Background: an optimization exercise with open tools, aiming at small area. Do not read the settings as production practice.
Function was checked by simulation only, so behaviour that the tests miss may differ from the original.
No activity file was given, so power comes from the tool's default toggle rates.

==> module cpu_top, before the edit <==
module cpu_top (
    input  logic        clk,
    input  logic        rst_n,
    input  logic [15:0] i_imem_data,
    input  logic [15:0] i_dmem_rdata,
    output logic [10:0] o_imem_addr,
    output logic [10:0] o_dmem_addr,
    output logic        o_dmem_we,
    output logic [15:0] o_dmem_wdata,
    output logic        o_io_stall
);
    logic [2:0]  st_q;
    logic [3:0]  t_q;
    logic [10:0] pc_q;
    logic [15:0] a_q;
    logic [15:0] r_q;
    logic [15:0] x_q;
    logic [3:0]  pidx_q;
    logic        pend_q;
    logic [15:0] ring [16];
    logic        clr_q;
    wire [15:0] ir = i_imem_data;
    wire [2:0]  op = ir[15:13];
    wire [3:0]  rs = ir[12:9];
    wire [3:0]  rt = ir[8:5];
    wire [3:0]  rd = ir[4:1];
    wire        fb = ir[0];
    wire is_alu = (op == 3'd0) || (op == 3'd1 && !fb);    
    wire is_mul = (op == 3'd1) && fb;
    wire is_ls  = (op == 3'd2) || (op == 3'd3);
    wire is_lw  = (op == 3'd2);
    logic [2:0] last;
    always_comb begin
        case (op)
            3'd0:    last = 3'd5;
            3'd1:    last = fb ? 3'd6 : 3'd5;
            3'd2:    last = 3'd7;
            3'd3:    last = 3'd6;
            default: last = 3'd4;
        endcase
    end
    wire is_last = (st_q == last);
    always_ff @(posedge clk or negedge rst_n) begin
        if (!rst_n)            st_q <= 3'd0;
        else if (st_q == 3'd0) st_q <= 3'd2;
        else if (is_last)      st_q <= 3'd1;
        else                   st_q <= st_q + 3'd1;
    end
    always_ff @(posedge clk or negedge rst_n) begin
        if (!rst_n) t_q <= 4'd0;
        else        t_q <= t_q + 4'd1;
    end
    assign o_io_stall = (st_q != 3'd1);
    wire [3:0] ridx = (st_q == 3'd2) ? rs : rt;
    wire [3:0] slot = ridx + t_q;
    wire       fwd  = pend_q && (ridx == pidx_q);
    logic [15:0] rdata;
    always_comb begin
        rdata = fwd ? x_q : 16'd0;
        for (int s = 0; s < 16; s++)
            rdata = rdata | (ring[s] & {16{!clr_q && !fwd && (slot == 4'(s))}});
    end
    always_ff @(posedge clk) begin
        if (st_q == 3'd2) a_q <= rdata;
        r_q <= rdata;
    end
    logic mul_q, ls_q, sub_q, slt_q;
    always_ff @(posedge clk) begin
        mul_q <= is_mul;
        ls_q  <= is_ls;
        sub_q <= (op == 3'd0) ? fb : 1'b1;
        slt_q <= (op == 3'd1) && !fb;
    end
    logic [4:0] win;
    always_comb begin
        case (st_q)
            3'd4:    win = r_q[15:11];
            3'd5:    win = r_q[11:7];
            3'd6:    win = r_q[7:3];
            default: win = {r_q[3:0], 1'b0};
        endcase
    end
    wire one_lo = mul_q ? (win[1] ^ win[0]) : 1'b1;
    wire two_lo = mul_q && ((win[2] && !win[1] && !win[0]) || (!win[2] && win[1] && win[0]));
    wire neg_lo = mul_q && win[2];
    wire one_hi = mul_q && (win[3] ^ win[2]);
    wire two_hi = mul_q && ((win[4] && !win[3] && !win[2]) || (!win[4] && win[3] && win[2]));
    wire neg_hi = mul_q && win[4];
    wire [15:0] a_sh  = {a_q[14:0], 1'b0};
    wire [15:0] pp_lo = ((a_q & {16{one_lo}}) | (a_sh & {16{two_lo}})) ^ {16{neg_lo}};
    wire [15:0] pp_hi = ((a_q & {16{one_hi}}) | (a_sh & {16{two_hi}})) ^ {16{neg_hi}};
    logic [15:0] acc;
    always_comb begin
        if (mul_q)
            acc = {((st_q == 3'd4) ? 12'd0 : x_q[11:0]), 1'b0, neg_hi, 1'b0, neg_lo};
        else if (ls_q)
            acc = {{11{ir[4]}}, ir[4:0]};
        else
            acc = r_q ^ {16{sub_q}};
    end
    wire        cin  = !mul_q && !ls_q && sub_q;
    wire [15:0] tree = acc + pp_lo + {pp_hi[13:0], 1'b0, cin};
    wire lt = (a_q[15] != r_q[15]) ? a_q[15] : tree[15];
    wire eq = (a_q == r_q);
    wire prod_alu = is_alu && (st_q == 3'd4);
    wire addr_ls  = is_ls  && (st_q == 3'd4);
    wire prod_lw  = is_lw  && (st_q == 3'd6);
    wire step_mul = is_mul && (st_q == 3'd4 || st_q == 3'd5 || st_q == 3'd6 || st_q == 3'd1);
    wire prod_mul = is_mul && (st_q == 3'd1);
    wire produce  = prod_alu || prod_lw || prod_mul;
    always_ff @(posedge clk) begin
        if (prod_alu && slt_q)                 x_q <= {15'd0, lt};
        else if (prod_lw)                      x_q <= i_dmem_rdata;
        else if (prod_alu || addr_ls || step_mul) x_q <= tree;
    end
    always_ff @(posedge clk) begin
        if (produce) pidx_q <= is_lw ? rt : rd;
    end
    wire [3:0]  widx   = prod_mul ? rd : pidx_q;
    wire [3:0]  wslot  = widx + t_q + 4'd1;
    wire        commit = (pend_q || prod_mul) && (wslot[1:0] == 2'd0);
    wire [15:0] wres   = prod_mul ? tree : x_q;
    always_ff @(posedge clk or negedge rst_n) begin
        if (!rst_n)       pend_q <= 1'b0;
        else if (produce) pend_q <= !(prod_mul && commit);
        else if (commit)  pend_q <= 1'b0;
    end
    always_ff @(posedge clk or negedge rst_n) begin
        if (!rst_n)             clr_q <= 1'b1;
        else if (st_q == 3'd4)  clr_q <= 1'b0;
    end
    wire [15:0] wval = wres & {16{!clr_q}};
    always_ff @(posedge clk) begin
        for (int s = 0; s < 16; s++) begin
            if (s % 4 == 0 && (clr_q || (commit && wslot[3:2] == 2'(s / 4))))
                ring[s] <= wval;
            else
                ring[s] <= ring[(s + 15) % 16];
        end
    end
    wire        taken = (op == 3'd4) && eq;
    wire [10:0] pinc  = pc_q + (taken ? {{6{ir[4]}}, ir[4:0]} : 11'd0) + 11'd1;
    always_ff @(posedge clk or negedge rst_n) begin
        if (!rst_n)       pc_q <= 11'd0;
        else if (is_last) pc_q <= (op == 3'd5) ? ir[11:1] : pinc;
    end
    assign o_imem_addr  = pc_q;
    assign o_dmem_addr  = x_q[10:0];
    assign o_dmem_we    = (st_q == 3'd5) && (op == 3'd3);
    assign o_dmem_wdata = r_q;
endmodule
Settings: LEC_CHECK=0, ABC_AREA=1, CAP_MARGIN=10, CORE_MARGIN=2, CORE_UTILIZATION=55, GPL_TIMING_DRIVEN=0, SLEW_MARGIN=10; clock period 5.5 ns.
standard.sh (not shown) runs the stock make flow with config.mk's settings and CLKGATE_MAP_FILE= SYNTH_SCRIPT=/design/flow/synth_recipe.tcl, a recipe that flattens the netlist after the stock synthesis.
==> flow/flow/run.sh <==
#!/bin/bash
# Layout flow: ORFS through the standard.sh, with
#  - synthesis mapping combinational logic with the ABC script in
#    flow/abc_area.script (ORFS's synthesis is otherwise unchanged: same
#    yosys passes, same flip-flop mapping and register names),
#  - the make variables listed in flow/extra.txt (one NAME=VALUE per line).
# Each tool's full output stays in orfs/logs; make's output is in standard.log.
set -euo pipefail
cp -r "$FLOW_HOME/scripts" scripts_own
cp flow/abc_area.script scripts_own/abc_area.script
args=("SCRIPTS_DIR=$PWD/scripts_own")
if [[ -f flow/extra.txt ]]; then
  while IFS= read -r line; do
    [[ -z "$line" || "$line" == \#* ]] && continue
    args+=("$line")
  done < flow/extra.txt
fi
printf '%s\n' "${args[@]}" > make_args.log
bash standard.sh finish "${args[@]}" > standard.log 2>&1
==> flow/flow/abc_area.script <==
strash
dc2
&get -n
&st
&dch
&nf -R 1000
&put
topo
==> flow/flow/extra.txt <==
BUFFER_PORTS_ARGS=-buffer_cell sky130_fd_sc_hd__buf_1
CTS_ARGS=-sink_clustering_enable -repair_clock_nets -dont_use_dummy_load -sink_clustering_size 22 -sink_clustering_max_diameter 200 -buf_list {sky130_fd_sc_hd__clkbuf_8 sky130_fd_sc_hd__clkbuf_16}
The baseline produced a layout that fails on negative setup slack.
Then changed:
--- a/flow/design.v
+++ b/flow/design.v
@@ -71,24 +71,27 @@
         sub_q <= (op == 3'd0) ? fb : 1'b1;
         slt_q <= (op == 3'd1) && !fb;
     end
     logic [4:0] win;
     always_comb begin
         case (st_q)
-            3'd4:    win = r_q[15:11];
-            3'd5:    win = r_q[11:7];
-            3'd6:    win = r_q[7:3];
+            3'd3:    win = rdata[15:11];
+            3'd4:    win = r_q[11:7];
+            3'd5:    win = r_q[7:3];
             default: win = {r_q[3:0], 1'b0};
         endcase
     end
-    wire one_lo = mul_q ? (win[1] ^ win[0]) : 1'b1;
-    wire two_lo = mul_q && ((win[2] && !win[1] && !win[0]) || (!win[2] && win[1] && win[0]));
-    wire neg_lo = mul_q && win[2];
-    wire one_hi = mul_q && (win[3] ^ win[2]);
-    wire two_hi = mul_q && ((win[4] && !win[3] && !win[2]) || (!win[4] && win[3] && win[2]));
-    wire neg_hi = mul_q && win[4];
+    logic one_lo, two_lo, neg_lo, one_hi, two_hi, neg_hi;
+    always_ff @(posedge clk) begin
+        one_lo <= is_mul ? (win[1] ^ win[0]) : 1'b1;
+        two_lo <= is_mul && ((win[2] && !win[1] && !win[0]) || (!win[2] && win[1] && win[0]));
+        neg_lo <= is_mul && win[2];
+        one_hi <= is_mul && (win[3] ^ win[2]);
+        two_hi <= is_mul && ((win[4] && !win[3] && !win[2]) || (!win[4] && win[3] && win[2]));
+        neg_hi <= is_mul && win[4];
+    end
     wire [15:0] a_sh  = {a_q[14:0], 1'b0};
     wire [15:0] pp_lo = ((a_q & {16{one_lo}}) | (a_sh & {16{two_lo}})) ^ {16{neg_lo}};
     wire [15:0] pp_hi = ((a_q & {16{one_hi}}) | (a_sh & {16{two_hi}})) ^ {16{neg_hi}};
     logic [15:0] acc;
     always_comb begin
         if (mul_q)
This time the run ran to the end with no violations; utilization decreases by 5.3 points; worst setup slack is better by 0.47 ns; critical path depth falls by 4; routed wire length went down slightly; design area falls by a few percent; clock power barely changes; power came out lower by a few percent; clock skew fell by 0.013 ns; global-route usage went down by 0.82 points.

---

before:
cpu_top, a different RTL version from the one above (not shown whole).
For scale: about 74 I/O pins, ~15000 um^2 of cells after synthesis.
==> module cpu_top, before the edit <==
module cpu_top (
    input  logic        clk,
    input  logic        rst_n,
    input  logic [15:0] i_imem_data,
    input  logic [15:0] i_dmem_rdata,
    output logic [10:0] o_imem_addr,
    output logic [10:0] o_dmem_addr,
    output logic        o_dmem_we,
    output logic [15:0] o_dmem_wdata,
    output logic        o_io_stall
);
    logic [2:0]  st_q;
    logic [3:0]  t_q;
    logic [10:0] pc_q;
    logic [15:0] a_q;
    logic [15:0] r_q;
    logic [15:0] x_q;
    logic [3:0]  pidx_q;
    logic        pend_q;
    logic [15:0] ring [16];
    logic [15:0] vr_q;
    wire [15:0] ir = i_imem_data;
    wire [2:0]  op = ir[15:13];
    wire [3:0]  rs = ir[12:9];
    wire [3:0]  rt = ir[8:5];
    wire [3:0]  rd = ir[4:1];
    wire        fb = ir[0];
    wire is_alu = (op == 3'd0) || (op == 3'd1 && !fb);    
    wire is_mul = (op == 3'd1) && fb;
    wire is_ls  = (op == 3'd2) || (op == 3'd3);
    wire is_lw  = (op == 3'd2);
    logic [2:0] last;
    always_comb begin
        case (op)
            3'd0:    last = 3'd5;
            3'd1:    last = fb ? 3'd6 : 3'd5;
            3'd2:    last = 3'd7;
            3'd3:    last = 3'd6;
            default: last = 3'd4;
        endcase
    end
    wire is_last = (st_q == last);
    always_ff @(posedge clk or negedge rst_n) begin
        if (!rst_n)            st_q <= 3'd0;
        else if (st_q == 3'd0) st_q <= 3'd2;
        else if (is_last)      st_q <= 3'd1;
        else                   st_q <= st_q + 3'd1;
    end
    always_ff @(posedge clk or negedge rst_n) begin
        if (!rst_n) t_q <= 4'd0;
        else        t_q <= t_q + 4'd1;
    end
    assign o_io_stall = (st_q != 3'd1);
    wire [3:0] ridx = (st_q == 3'd2) ? rs : rt;
    wire [3:0] slot = ridx + t_q;
    wire       fwd  = pend_q && (ridx == pidx_q);
    logic [15:0] rdata;
    always_comb begin
        rdata = fwd ? x_q : 16'd0;
        for (int s = 0; s < 16; s++)
            rdata = rdata | (ring[s] & {16{vr_q[s] && !fwd && (slot == 4'(s))}});
    end
    always_ff @(posedge clk) begin
        if (st_q == 3'd2) a_q <= rdata;
        r_q <= rdata;
    end
    wire         sub = (op == 3'd0) ? fb : 1'b1;
    logic [15:0] acc;
    logic [4:0]  dig;
    logic        cin;
    logic [15:0] msrc;
    always_comb begin
        msrc = (st_q == 3'd4) ? (a_q & {16{r_q[15]}}) : x_q;
        if (is_mul) begin
            acc = {msrc[10:0], 5'd0};
            case (st_q)
                3'd4:    dig = r_q[14:10];
                3'd5:    dig = r_q[9:5];
                default: dig = r_q[4:0];
            endcase
            cin = 1'b0;
        end else if (is_ls) begin
            acc = {{11{ir[4]}}, ir[4:0]};
            dig = 5'd1;
            cin = 1'b0;
        end else begin
            acc = r_q ^ {16{sub}};
            dig = 5'd1;
            cin = sub;
        end
    end
    wire [15:0] tree = acc + (a_q & {16{dig[0]}})
                     + ({a_q[14:0], 1'b0} & {16{dig[1]}})
                     + ({a_q[13:0], 2'b0} & {16{dig[2]}})
                     + ({a_q[12:0], 3'b0} & {16{dig[3]}})
                     + ({a_q[11:0], 4'b0} & {16{dig[4]}})
                     + {15'd0, cin};
    wire lt = (a_q[15] != r_q[15]) ? a_q[15] : tree[15];
    wire eq = (tree == 16'd0);
    wire prod_alu = is_alu && (st_q == 3'd4);
    wire addr_ls  = is_ls  && (st_q == 3'd4);
    wire prod_lw  = is_lw  && (st_q == 3'd6);
    wire step_mul = is_mul && (st_q == 3'd4 || st_q == 3'd5 || st_q == 3'd6);
    wire prod_mul = is_mul && (st_q == 3'd6);
    wire produce  = prod_alu || prod_lw || prod_mul;
    always_ff @(posedge clk) begin
        if (prod_alu && op == 3'd1)            x_q <= {15'd0, lt};
        else if (prod_lw)                      x_q <= i_dmem_rdata;
        else if (prod_alu || addr_ls || step_mul) x_q <= tree;
    end
    always_ff @(posedge clk) begin
        if (produce) pidx_q <= is_lw ? rt : rd;
    end
    wire [3:0] wslot  = pidx_q + t_q + 4'd1;
    wire       commit = pend_q && (wslot[1:0] == 2'd0);
    always_ff @(posedge clk or negedge rst_n) begin
        if (!rst_n)       pend_q <= 1'b0;
        else if (produce) pend_q <= 1'b1;
        else if (commit)  pend_q <= 1'b0;
    end
    always_ff @(posedge clk) begin
        for (int s = 0; s < 16; s++) begin
            if (s % 4 == 0 && commit && wslot[3:2] == 2'(s / 4))
                ring[s] <= x_q;
            else
                ring[s] <= ring[(s + 15) % 16];
        end
    end
    always_ff @(posedge clk or negedge rst_n) begin
        if (!rst_n) vr_q <= 16'd0;
        else begin
            for (int s = 0; s < 16; s++) begin
                if (s % 4 == 0 && commit && wslot[3:2] == 2'(s / 4))
                    vr_q[s] <= 1'b1;
                else
                    vr_q[s] <= vr_q[(s + 15) % 16];
            end
        end
    end
    wire        taken = (op == 3'd4) && eq;
    wire [10:0] pinc  = pc_q + (taken ? {{6{ir[4]}}, ir[4:0]} : 11'd0) + 11'd1;
    always_ff @(posedge clk or negedge rst_n) begin
        if (!rst_n)       pc_q <= 11'd0;
        else if (is_last) pc_q <= (op == 3'd5) ? ir[11:1] : pinc;
    end
    assign o_imem_addr  = pc_q;
    assign o_dmem_addr  = x_q[10:0];
    assign o_dmem_we    = (st_q == 3'd5) && (op == 3'd3);
    assign o_dmem_wdata = r_q;
endmodule
clock: 5.5 ns
lec_check: 0
abc_area: 1
cap_margin: 20
core_margin: 2
core_utilization: 55
slew_margin: 20
run.sh (not shown) runs the stock make flow with config.mk's settings and CLKGATE_MAP_FILE= SYNTH_SCRIPT=/design/flow/synth_recipe.tcl, a recipe that flattens the netlist after the stock synthesis.
Stock flow here: none of the scripts above is used.
STATUS run=before STAGES=ALL_DONE FINAL_CHECKS=FAILED CAUSE=setup timing
> inputs changed (before -> after)
--- a/flow/design.v
+++ b/flow/design.v
@@ -96,7 +96,7 @@
                      + ({a_q[11:0], 4'b0} & {16{dig[4]}})
                      + {15'd0, cin};
     wire lt = (a_q[15] != r_q[15]) ? a_q[15] : tree[15];
-    wire eq = (tree == 16'd0);
+    wire eq = (a_q == r_q);
     wire prod_alu = is_alu && (st_q == 3'd4);
     wire addr_ls  = is_ls  && (st_q == 3'd4);
     wire prod_lw  = is_lw  && (st_q == 3'd6);
Results
after: full flow OK, the timing, DRC and antenna checks passed
Looking at capture point of the worst path, the x_q[12]$_SDFFE_PP0P_ result is from after; the pc_q[9]$_DFFE_PN0P_ one comes from before.
Re wire length: after is about 7% up on before.
after has met1 usage in global routing below what before had.
after: proportion of power drawn by combinational gates lower than before
Higher xor and xnor area share after synthesis was reported by before, not after.
From after to before, initial antenna violation count did not move at all.
Delta(number of cells produced by synthesis, after - before) > 0
Sort after and before by synthesized cell area asc -> top: before

re-timing with driven ports:
The flow's constraints put no driver on any port. The routed layouts listed below were extracted and timed again, unchanged, in two steps. Step 1 (the two cells are an assumption about what drives the block):
set clk [get_ports {clk}]
set_driving_cell -lib_cell sky130_fd_sc_hd__clkbuf_16 $clk
set_driving_cell -lib_cell sky130_fd_sc_hd__buf_2 [delete_from_list [all_inputs] $clk]
Step 2, shift: input delay + t, output delay - t, t = (earliest + latest rising clock arrival at the registers) / 2. This alone moves slack from input paths to output paths. Slacks: ideal ports / drivers / drivers and shift; pairs: ideal ports / drivers.
run	t, ns	setup slack, ns	worst hold slack (ns)	worst setup path after step 2	cell pins on the clock port's net
the first run of note 1	0.541	-0.090 / -0.090 / -0.153	0.302 / 0.302 / 0.302	input to register	1
the second run of note 1	0.544	0.380 / 0.380 / -0.087	0.317 / 0.317 / 0.317	input to register	1
before	0.558	-0.966 / -0.966 / -1.525	0.343 / 0.343 / 0.343	input to register	1
after	0.561	0.250 / 0.276 / -0.285	0.344 / 0.344 / 0.344	input to register	1
Met with ideal ports but missed after step 2: setup timing in the second run of note 1 and after. The setup slack of before, which loses most, moves by 0.000 ns with the drivers and by -0.559 ns with both steps.
